From an optimization exercise on the open Yosys and OpenROAD flow, aimed at small area, a short achievable clock period and few clock cycles per item; shortcuts taken in it are not production practice.
In this exercise RTL edits were held to simulation tests only and were not proved equivalent to the original.
Power and IR drop assume default switching activity. The flow treats the clock pin as an ideal source, which a real chip does not have.

## JK
==> flow/design.v (excerpt) <==
module bit_vector_last_one_query_core (
	input  logic                           clk,
	input  logic                           arst_n,
	input  logic                           in_valid,
	output logic                           in_stall,
	input  logic [bvlq_pkg::FUNC_W-1:0]    func,
	input  logic                           bit_value,
	input  logic [bvlq_pkg::POS_W-1:0]     query_pos,
	output logic                           out_valid,
	input  logic                           out_stall,
	output logic [bvlq_pkg::POS_W-1:0]     last_one_pos,
	output logic                           found,
	output logic [bvlq_pkg::STAT_W-1:0]    status
);
For scale: about 3200 cells after synthesis, about 1300 flip-flops, about 34 I/O pins, roughly 50000 um2 of cells after synthesis.
export LEC_CHECK = 0
export CAP_MARGIN = 20
export CORE_MARGIN = 2
export CORE_UTILIZATION = 35
export SETUP_SLACK_MARGIN = 5
export SLEW_MARGIN = 20
export SYNTH_MEMORY_MAX_BITS = 8192
export TNS_END_PERCENT = 10
create_clock -name core_clock -period 10.0 [get_ports {clk}]
standard.sh (not shown) runs the stock make flow with config.mk's settings and CLKGATE_MAP_FILE= SYNTH_SCRIPT=/design/flow/synth_recipe.tcl, a recipe that flattens the netlist after the stock synthesis.
==> flow/flow/run.sh <==
#!/bin/bash
set -euo pipefail
MARGIN=$(cat flow/margin.txt)
CTS=$(cat flow/cts_args.txt)
bash standard.sh SETUP_SLACK_MARGIN="$MARGIN" "CTS_ARGS=$CTS" finish > make_finish.log 2>&1
==> flow/flow/cts_args.txt <==
-sink_clustering_enable -repair_clock_nets -dont_use_dummy_load -sink_clustering_size 24 -sink_clustering_max_diameter 90
==> flow/flow/margin.txt <==
6.5
Testbench counts of JK, summed over its fixed seeds: cycles 13,033, items 12,800.
The following lists how MS was set up differently from JK:
-- flow/config.mk --
<<< JK, line 9
export CORE_MARGIN = 2
export CORE_UTILIZATION = 35
export SETUP_SLACK_MARGIN = 5
>>> MS, line 9
export CORE_MARGIN = 2
export CORE_UTILIZATION = 45
export SETUP_SLACK_MARGIN = 5
<<< JK, line 13
export SYNTH_MEMORY_MAX_BITS = 8192
export TNS_END_PERCENT = 10
>>> MS, line 13
export SYNTH_MEMORY_MAX_BITS = 8192
Notes after the runs:
- Per the comparison of MS with JK, setup slack moved down; via total after detailed routing picked up an extra 3.2%; share of post-route cells with drive strength above 1 climbed 1.9 points.
Edits applied to the flow inputs when going from MS to AL:
==> flow/flow/margin.txt <==
7.0
-- flow/config.mk --
<<< MS, line 9
export CORE_MARGIN = 2
export CORE_UTILIZATION = 45
export SETUP_SLACK_MARGIN = 5
>>> AL, line 9
export CORE_MARGIN = 2
export CORE_UTILIZATION = 35
export SETUP_SLACK_MARGIN = 5
Results
On share of the final layout cell area in multi-input gates: AL sits above MS.
AL against MS: wire length of the first global-routing pass moved up, area of the mapped netlist level, via count moved up.
Compared with MS, switching power in AL increased by a few percent.
Against MS, AL reports a wire length that is higher.

---

Setup of main:
bit_vector_last_one_query_core, a different RTL version from the one above (not shown whole).
Size in the first run: ~34 I/O pins, roughly 0.050 mm^2 of cells after synthesis.
clock: 10.0 ns
lec_check: 0
cap_margin: 20
core_margin: 2
core_utilization: 35
setup_slack_margin: 5
slew_margin: 20
synth_memory_max_bits: 8192
==> flow/flow/cts_args.txt <==
-sink_clustering_enable -repair_clock_nets -dont_use_dummy_load -sink_clustering_size 30 -sink_clustering_max_diameter 90
==> flow/flow/margin.txt <==
6.5
Scripts as last shown in full above: flow/flow/run.sh
main was carried through to the last stage, and its layout satisfied the timing, DRC and antenna checks.
Testbench counts of main, summed over its fixed seeds: cycles 12,832, items 12,800.
#### Input delta (the feature branch over main)
==> flow/flow/cts_args.txt <==
-sink_clustering_enable -repair_clock_nets -dont_use_dummy_load -sink_clustering_size 24 -sink_clustering_max_diameter 90
==> flow/flow/margin.txt <==
7.0
--- outcome ---
- The final layout from the feature branch, which completed every stage, passed the timing, DRC and antenna checks at the end of the flow.
- Post-route met1 wirelength (the feature branch vs. main) increases by a few percent
- Going from main to the feature branch, fraction of final layout cells with drive strength greater than 1 grew by 7.6 points, number of enable flip-flop cells after synthesis flat.
- Of the two values seen for capture point of the worst path, c_ghit_q[0]$_DFFE_PN_ was produced by main and in_stall by the feature branch.

what the ideal ports hide:
In the flow no input, the clock included, has a driving cell. The finished layouts below were timed again as built, in two steps. Step 1 sets driving cells, clkbuf_16 on the clock port and buf_2 on the other inputs (assumed; they add their load-dependent delay and slew). Step 2 adds t to the input delays and takes it off the output delays; t is the mean of the earliest and latest rising clock arrival at the registers after step 1. Input paths then give back, and output paths get back, about the clock's delay inside the block. Slacks: ideal ports / drivers / drivers and shift; pairs: ideal ports / drivers.
run	shift t [ns]	setup slack, ns	hold slack, ns	worst setup path after step 2	worst register clock-pin slew, ns
JK	0.768	6.331 / 6.331 / 6.331	0.412 / 0.412 / 0.412	register to register	0.10 / 0.10
MS	0.774	6.326 / 6.326 / 6.326	0.426 / 0.426 / 0.426	register to register	0.10 / 0.10
AL	0.779	6.486 / 6.486 / 6.486	0.427 / 0.427 / 0.427	register to register	0.10 / 0.10
main	0.747	6.574 / 6.520 / 6.108	0.438 / 0.438 / 0.438	input to register	0.12 / 0.12
the feature branch	0.775	6.622 / 6.547 / 6.407	0.433 / 0.433 / 0.433	input to register	0.10 / 0.10
After both steps setup and hold are still met in every run listed. The setup slack of main, which loses most, moves by -0.054 ns with the drivers and by -0.466 ns with both steps.
